Source: an optimization exercise on an open RTL-to-GDS flow (aim: small area, a short achievable clock period and few clock cycles). Production flows keep margins and buffers that such runs may drop.
At most, simulation tests tie the RTL to the original design; equivalence was not proved.
No activity file was given, so power comes from the tool's default toggle rates.

==> inputs of 09-22 <==
// cfr_top
module cfr_top (
  input  logic       clk,
  input  logic       rst,
  input  logic       req_valid,
  output logic       req_stall,
  input  logic [1:0] req_kind,
  input  logic [7:0] req_char,
  output logic       rsp_valid,
  input  logic       rsp_stall,
  output logic [7:0] rsp_char,
  output logic [9:0] rsp_count,
  output logic       rsp_group_end,
  output logic       rsp_exhausted,
  output logic       rsp_overflowed
);
  cfr_pkg::cfr_req_t req_data;
  cfr_pkg::cfr_rsp_t rsp_data;
  assign req_data.kind      = req_kind;
  assign req_data.char_byte = req_char;
  char_frequency_ranker_core u_core (
    .clk       (clk),
    .rst       (rst),
    .req_valid (req_valid),
    .req_stall (req_stall),
    .req_data  (req_data),
    .rsp_valid (rsp_valid),
    .rsp_stall (rsp_stall),
    .rsp_data  (rsp_data)
  );
  assign rsp_char       = rsp_data.ranked_char;
  assign rsp_count      = rsp_data.char_count;
  assign rsp_group_end  = rsp_data.group_end;
  assign rsp_exhausted  = rsp_data.exhausted;
  assign rsp_overflowed = rsp_data.overflowed;
endmodule
clock: 8.0 ns
lec_check: 0
cap_margin: 40
core_margin: 2
core_utilization: 22
place_density: 0.35
setup_slack_margin: 4.0
slew_margin: 40
run.sh (not shown) runs the stock make flow with config.mk's settings and CLKGATE_MAP_FILE= SYNTH_SCRIPT=/design/flow/synth_recipe.tcl, a recipe that flattens the netlist after the stock synthesis.
==> 11-06: changes against 09-22 <==
- SETUP_SLACK_MARGIN: 4.0 -> 4.2
==> 02-19: changes against 09-22 <==
- SETUP_SLACK_MARGIN: 4.0 -> 4.2
- TNS_END_PERCENT: default -> 10
==> qor summary <==
Status: 11-06 complete, no violations; 02-19 complete, no violations; 09-22 complete, no violations
Non-clock buffering overhead: 11-06 0.0545; 02-19 0.0524; 09-22 0.0453
Crit path time final: 11-06 4.20 ns; 02-19 4.29 ns; 09-22 4.35 ns
Diodes inserted: 11-06 559; 02-19 520; 09-22 621
Final Net Count: 11-06 20500; 02-19 20500; 09-22 20300
Number of global-route vias before repair: 11-06 185000; 02-19 184000; 09-22 184000
Reported sequential group power: 11-06 36200 uW; 02-19 35900 uW; 09-22 36300 uW
Total Wirelength: 11-06 2180000 um; 02-19 2100000 um; 09-22 2040000 um
Clock insertion delay at the later pin of the skew report: 11-06 1.25 ns; 02-19 1.21 ns; 09-22 1.20 ns
Filler cells: 11-06 114000; 02-19 114000; 09-22 114000
Cell occurring most often along the worst timing path: 11-06 sky130_fd_sc_hd__nand4_1; 02-19 -; 09-22 sky130_fd_sc_hd__buf_4
Critical path data arrival time: 11-06 5.30 ns; 02-19 5.42 ns; 09-22 5.42 ns
Worst r2r path cells: 11-06 7; 02-19 10; 09-22 10
Clk_buf instances: 11-06 961; 02-19 932; 09-22 935
Final cell utilization of the core: 11-06 0.275; 02-19 0.273; 09-22 0.271
Clk pwr share: 11-06 0.345; 02-19 0.339; 09-22 0.347
Critical path required time: 11-06 9.11 ns; 02-19 9.12 ns; 09-22 9.07 ns
Fin cells: 11-06 36400; 02-19 36300; 09-22 36200
Headroom to the max-slew limit: 11-06 0.134; 02-19 0.220; 09-22 0.214
Clock tree cell share of total cell area: 11-06 0.0742; 02-19 0.0722; 09-22 0.0744
Testbench counts of 09-22, summed over its fixed seeds: cycles 24,942.
Testbench counts of 11-06, summed over its fixed seeds: cycles 24,942.
Testbench counts of 02-19, summed over its fixed seeds: cycles 24,942.


==> exp/zinc: inputs <==
cfr_top, a different RTL version from the one above (not shown whole).
export LEC_CHECK = 0
export CAP_MARGIN = 20
export CORE_MARGIN = 2
export CORE_UTILIZATION = 35
export PLACE_DENSITY = 0.5
export SLEW_MARGIN = 20
create_clock -name core_clock -period 8.0 [get_ports {clk}]
==> exp/sierra (differences from exp/zinc) <==
--- a/flow/design.v
+++ b/flow/design.v
@@ -88,29 +88,24 @@
   localparam logic [CW-1:0]    CNT_ONE = 1;
   localparam logic [TOT_W-1:0] TOT_ONE = 1;
   logic       q0_ld, q0_fe, q0_cl, q0_sp;
   logic [7:0] q0_ch;
   logic       q1_ld, q1_fe, q1_cl, q1_sp;
   logic [7:0] q1_ch;
   logic [1:0] qn;
-  logic       push, pop, exec_ok;
+  logic       push, pop;
   logic       in_ld, in_fe, in_cl, in_sp;
   logic [7:0] in_ch;
   assign req_stall = qn[1];
   assign push      = req_valid && !qn[1];
   assign in_ch     = cfr_pkg::fold_byte(req_data.char_byte);
   assign in_ld     = (req_data.kind == cfr_pkg::KIND_LOAD);
   assign in_fe     = (req_data.kind == cfr_pkg::KIND_FETCH);
   assign in_cl     = (req_data.kind == cfr_pkg::KIND_CLEAR);
   assign in_sp     = (req_data.char_byte == cfr_pkg::SPACE_BYTE);
-  logic h_ld, h_fe, h_cl;
-  assign h_ld = (qn != 2'd0) && q0_ld;
-  assign h_fe = (qn != 2'd0) && q0_fe;
-  assign h_cl = (qn != 2'd0) && q0_cl;
-  assign pop  = (qn != 2'd0) && exec_ok;
   always_ff @(posedge clk) begin
     if (rst) begin
       qn <= 2'd0;
     end else begin
       qn <= qn + {1'b0, push} - {1'b0, pop};
     end
   end
@@ -122,100 +117,112 @@
     end else if (push && (qn == 2'd0 || pop)) begin
       {q0_ld, q0_fe, q0_cl, q0_sp, q0_ch} <= {in_ld, in_fe, in_cl, in_sp, in_ch};
     end
     if (push && qn == 2'd1 && !pop) begin
       {q1_ld, q1_fe, q1_cl, q1_sp, q1_ch} <= {in_ld, in_fe, in_cl, in_sp, in_ch};
     end
   end
+  logic          x_v;             
+  logic          x_ld, x_fe, x_cl, x_sp;
+  logic [7:0]    x_ch;
+  logic [NE-1:0] x_match;         
+  logic          x_any;           
+  logic          x_done;          
+  logic          x_adv;           
   logic [7:0]    ent_ch  [NE];
   logic [CW-2:0] ent_cnt [NE];    
   logic          ent0_hi;         
   logic [TOT_W-1:0] total;        
   logic [LEN_W-1:0] length;
   logic             overflow;
   logic [CW-1:0]    peak;
   logic [NE-1:0] valid;
   logic [NE-1:0] at_end;
-  logic [NE-1:0] match;
-  logic          any_match;
+  logic [NE-1:0] lk_match;        
   logic [CW-1:0] cnt_old;
   logic [CW-1:0] cnt_inc;
+  logic          ld_go;           
+  logic          ld_take;         
   logic          do_count;        
   logic          do_append;
-  logic          ld_take;         
-  logic [CW-1:0] peak_next;
+  logic          fwd;             
+  logic          cl_go;
+  assign ld_go     = x_v && x_ld;
+  assign cl_go     = x_v && x_cl;
+  assign ld_take   = ld_go && (length != LEN_MAX);
+  assign do_count  = ld_take && !x_sp;
+  assign do_append = do_count && !x_any;
+  assign fwd       = do_append && (x_ch == q0_ch);
   for (genvar i = 0; i < NE; i++) begin : g_ent
-    assign valid[i]  = (i < total);
-    assign at_end[i] = (i == total);
-    assign match[i]  = valid[i] && (ent_ch[i] == q0_ch);
+    assign valid[i]    = (i < total);
+    assign at_end[i]   = (i == total);
+    assign lk_match[i] = !cl_go && ((valid[i] && (ent_ch[i] == q0_ch)) || (fwd && at_end[i]));
   end
-  assign any_match = |match;
   for (genvar b = 0; b < CW-1; b++) begin : g_rd
     logic [NE-1:0] sel;
     for (genvar i = 0; i < NE; i++) begin : g_bit
-      assign sel[i] = match[i] && ent_cnt[i][b];
+      assign sel[i] = x_match[i] && ent_cnt[i][b];
     end
     assign cnt_old[b] = |sel;
   end
-  assign cnt_old[CW-1] = match[0] && ent0_hi;
-  assign cnt_inc   = cnt_old + CNT_ONE;
-  assign ld_take   = h_ld && (length != LEN_MAX);
-  assign do_count  = ld_take && !q0_sp;
-  assign do_append = do_count && !any_match;
-  assign peak_next = (do_count && cnt_old == peak) ? cnt_inc : peak;
+  assign cnt_old[CW-1] = x_match[0] && ent0_hi;
+  assign cnt_inc = cnt_old + CNT_ONE;
   for (genvar i = 0; i < NE; i++) begin : g_wr
     always_ff @(posedge clk) begin
-      if (do_count && (match[i] || (!any_match && at_end[i]))) begin
+      if (do_count && (x_match[i] || (!x_any && at_end[i]))) begin
         ent_cnt[i] <= cnt_inc[CW-2:0];
       end
       if (do_append && at_end[i]) begin
-        ent_ch[i] <= q0_ch;
+        ent_ch[i] <= x_ch;
       end
     end
   end
   always_ff @(posedge clk) begin
-    if (do_count && (match[0] || (!any_match && at_end[0]))) begin
+    if (do_count && (x_match[0] || (!x_any && at_end[0]))) begin
       ent0_hi <= cnt_inc[CW-1];
     end
   end
   always_ff @(posedge clk) begin
-    if (rst || h_cl) begin
+    if (rst || cl_go) begin
       total    <= '0;
       length   <= '0;
       overflow <= 1'b0;
       peak     <= '0;
-    end else if (h_ld) begin
+    end else if (ld_go) begin
       if (!ld_take) begin
         overflow <= 1'b1;
       end else begin
         length <= length + LEN_ONE;
       end
       if (do_append) total <= total + TOT_ONE;
-      peak <= peak_next;
+      if (do_count && cnt_old == peak) peak <= cnt_inc;
     end
   end
   logic [CW-1:0] probe;
+  logic          from_peak;       
+  logic [CW-1:0] pr;              
   logic [CW-1:0] level;
   logic          gvalid;
   logic          exh;
   logic [NE-1:0] grp;
   logic [NE-1:0] hit;
   logic          any_hit;
-  logic [NE-1:0] below;         
+  logic [NE-1:0] below;           
   logic [NE-1:0] first;
   logic [NE-1:0] grp_rest;
   logic          last_of_grp;
   logic          restart;
   logic          fe_go;
   logic          sk_valid;
+  assign pr = from_peak ? peak : probe;
   for (genvar i = 0; i < NE; i++) begin : g_hit
     if (i == 0) begin : g0
-      assign hit[i] = valid[i] && ({ent0_hi, ent_cnt[i]} == probe);
+      assign hit[i] = valid[i] && ({ent0_hi, ent_cnt[i]} == pr);
     end else begin : gn
-      assign hit[i] = valid[i] && !probe[CW-1] && (ent_cnt[i] == probe[CW-2:0]);
+      assign hit[i] = valid[i] && !pr[CW-1] && (ent_cnt[i] == pr[CW-2:0]);
     end
   end
   assign any_hit = |hit;
   localparam int NP = 256;
   localparam int LG = 8;
   logic [NP-1:0] pfx [LG+1];
   assign pfx[0] = {{(NP-NE){1'b0}}, grp};
@@ -239,45 +246,63 @@
   for (genvar b = 0; b < 8; b++) begin : g_fc
     logic [NE-1:0] sel;
     for (genvar i = 0; i < NE; i++) begin : g_bit
       assign sel[i] = first[i] && ent_ch[i][b];
     end
     assign first_ch[b] = |sel;
   end
-  assign restart = h_ld || h_cl;
-  assign exec_ok = !q0_fe || ((gvalid || exh) && !sk_valid);
-  assign fe_go   = h_fe && (gvalid || exh) && !sk_valid;
+  assign restart = ld_go || cl_go;
+  assign fe_go   = x_v && x_fe && (gvalid || exh) && !sk_valid;
+  assign x_done  = !x_fe || ((gvalid || exh) && !sk_valid);
+  assign x_adv   = !x_v || x_done;
+  assign pop     = (qn != 2'd0) && x_adv;
+  always_ff @(posedge clk) begin
+    if (rst) begin
+      x_v <= 1'b0;
+    end else if (x_adv) begin
+      x_v <= (qn != 2'd0);
+    end
+  end
+  always_ff @(posedge clk) begin
+    if (x_adv) begin
+      {x_ld, x_fe, x_cl, x_sp, x_ch} <= {q0_ld, q0_fe, q0_cl, q0_sp, q0_ch};
+      x_match <= lk_match;
+      x_any   <= |lk_match;
+    end
+  end
   always_ff @(posedge clk) begin
     if (rst) begin
-      gvalid <= 1'b0;
-      exh    <= 1'b1;
-      probe  <= '0;
+      gvalid    <= 1'b0;
+      exh       <= 1'b1;
+      from_peak <= 1'b0;
+      probe     <= '0;
     end else if (restart) begin
-      gvalid <= 1'b0;
-      probe  <= h_cl ? '0 : peak_next;
-      exh    <= h_cl || (peak_next == '0);
+      gvalid    <= 1'b0;
+      from_peak <= 1'b1;
+      exh       <= cl_go || (peak == '0 && !do_count);
     end else if (gvalid) begin
       if (fe_go && last_of_grp) begin
         gvalid <= 1'b0;
         probe  <= level - CNT_ONE;
         exh    <= (level == CNT_ONE);
       end
     end else if (!exh) begin
+      from_peak <= 1'b0;
       if (any_hit) begin
         gvalid <= 1'b1;
       end else begin
-        probe <= probe - CNT_ONE;
-        exh   <= (probe == CNT_ONE);
+        probe <= pr - CNT_ONE;
+        exh   <= (pr == CNT_ONE);
       end
     end
   end
   always_ff @(posedge clk) begin
     if (!gvalid) begin
       grp   <= hit;
-      level <= probe;
+      level <= pr;
     end else if (fe_go) begin
       grp <= grp_rest;
     end
   end
   cfr_pkg::cfr_rsp_t rsp_q, sk_q, rnew;
   logic              rsp_v;
   logic              free;
@@ -286,24 +311,24 @@
   assign free = !rsp_v || !rsp_stall;
   always_ff @(posedge clk) begin
     if (rst) begin
       rsp_v    <= 1'b0;
       sk_valid <= 1'b0;
     end else if (free) begin
       rsp_v    <= sk_valid || fe_go;
-      sk_valid <= sk_valid && fe_go;
+      sk_valid <= 1'b0;
     end else if (fe_go) begin
       sk_valid <= 1'b1;
     end
   end
   always_ff @(posedge clk) begin
     if (free) begin
       rsp_q <= sk_valid ? sk_q : rnew;
-      if (sk_valid) sk_q <= rnew;
-    end else if (fe_go) begin
+    end
+    if (fe_go) begin
       sk_q <= rnew;
     end
   end
   assign rsp_valid = rsp_v;
   assign rsp_data  = rsp_q;
 endmodule
 `timescale 1ns / 1ps
ABC_CLOCK_PERIOD_IN_PS = 3000   (was unset)
CORE_UTILIZATION = 25   (was 35)
PLACE_DENSITY = 0.45   (was 0.5)
SETUP_SLACK_MARGIN = 4.0   (was unset)
==> qor summary <==
| quantity | exp/zinc | exp/sierra |
|---|---|---|
| Share of the synthesized netlist area taken by xor and xnor gates | 16.2% | 15.6% |
| Placer's final routability congestion estimate | 1.32 | 1.22 |
| Net Count, Synth | 16.5k | 17.2k |
| Area share of the largest cell type after synthesis | 59.4% | 60.1% |
| Synth Area in Simple Gates | 11.3% | 10.5% |
| Y dimension of the die | 783 um | 946 um |
| Flip-flop and latch count after synthesis | 4244 | 4488 |
| Count of clock tree sinks | 4244 | 4488 |
| Synthesized-area fraction occupied by ao, oa, aoi and oai cells | 9.84% | 10.4% |
| Post-placement cell area | 250000 um^2 | 261000 um^2 |
| HPWL reported at the end of detailed placement | 1740 mm | 2290 mm |
| Setup fix buffers added after clock tree synthesis | 4 | 342 |
| Number of buffers created by CTS | 527 | 595 |
| Horizontal extent of the die | 783 um | 946 um |
| Run status | aborted with a tool error | aborted with a tool error |
| Last stage reached | global routing (5_1_grt) | global routing (5_1_grt) |
| Post-synthesis instance total | 16.5k | 17.2k |
| EDFF count, synth | 4199 | 4441 |
| Cell variety after synth | 101 | 97 |
| Multiplexer share of the synthesized area | 0.404% | 0.569% |
| Post-CTS resize count | 12 | 564 |
| Cell row count | 286 | 346 |
| Synthesized-area fraction occupied by adder cells | 0.106% | 0.106% |
| Sequential share of the synthesized area | 59.8% | 60.5% |
Testbench counts of exp/zinc, summed over its fixed seeds: cycles 25,978.
Function not checked in exp/sierra: the RTL went through the layout flow alone.

-- what the ideal ports hide --
The flow's constraints put no driver on any port. The routed layouts listed below were extracted and timed again, unchanged, in two steps.
Step 1 assumes that a clkbuf_16 drives the clock port and a buf_2 every other input.
Step 2, shift: input delay + t, output delay - t, t = (earliest + latest rising clock arrival at the registers) / 2. This alone moves slack from input paths to output paths.
Three values: no drivers, after step 1, after step 2; two values: the first two.
| run | shift t [ns] | setup slack, ns | worst slew at a driven data input, ns |
|---|---|---|---|
| 09-22 | 1.309 | 3.647 / 3.647 / 3.638 | 0.17 |
| 11-06 | 1.357 | 3.804 / 3.804 / 3.567 | 0.08 |
| 02-19 | 1.304 | 3.709 / 3.709 / 3.406 | 0.06 |
After both steps setup and hold are still met in every run listed. The setup slack of 02-19, which loses most, moves by 0.000 ns with the drivers and by -0.303 ns with both steps.
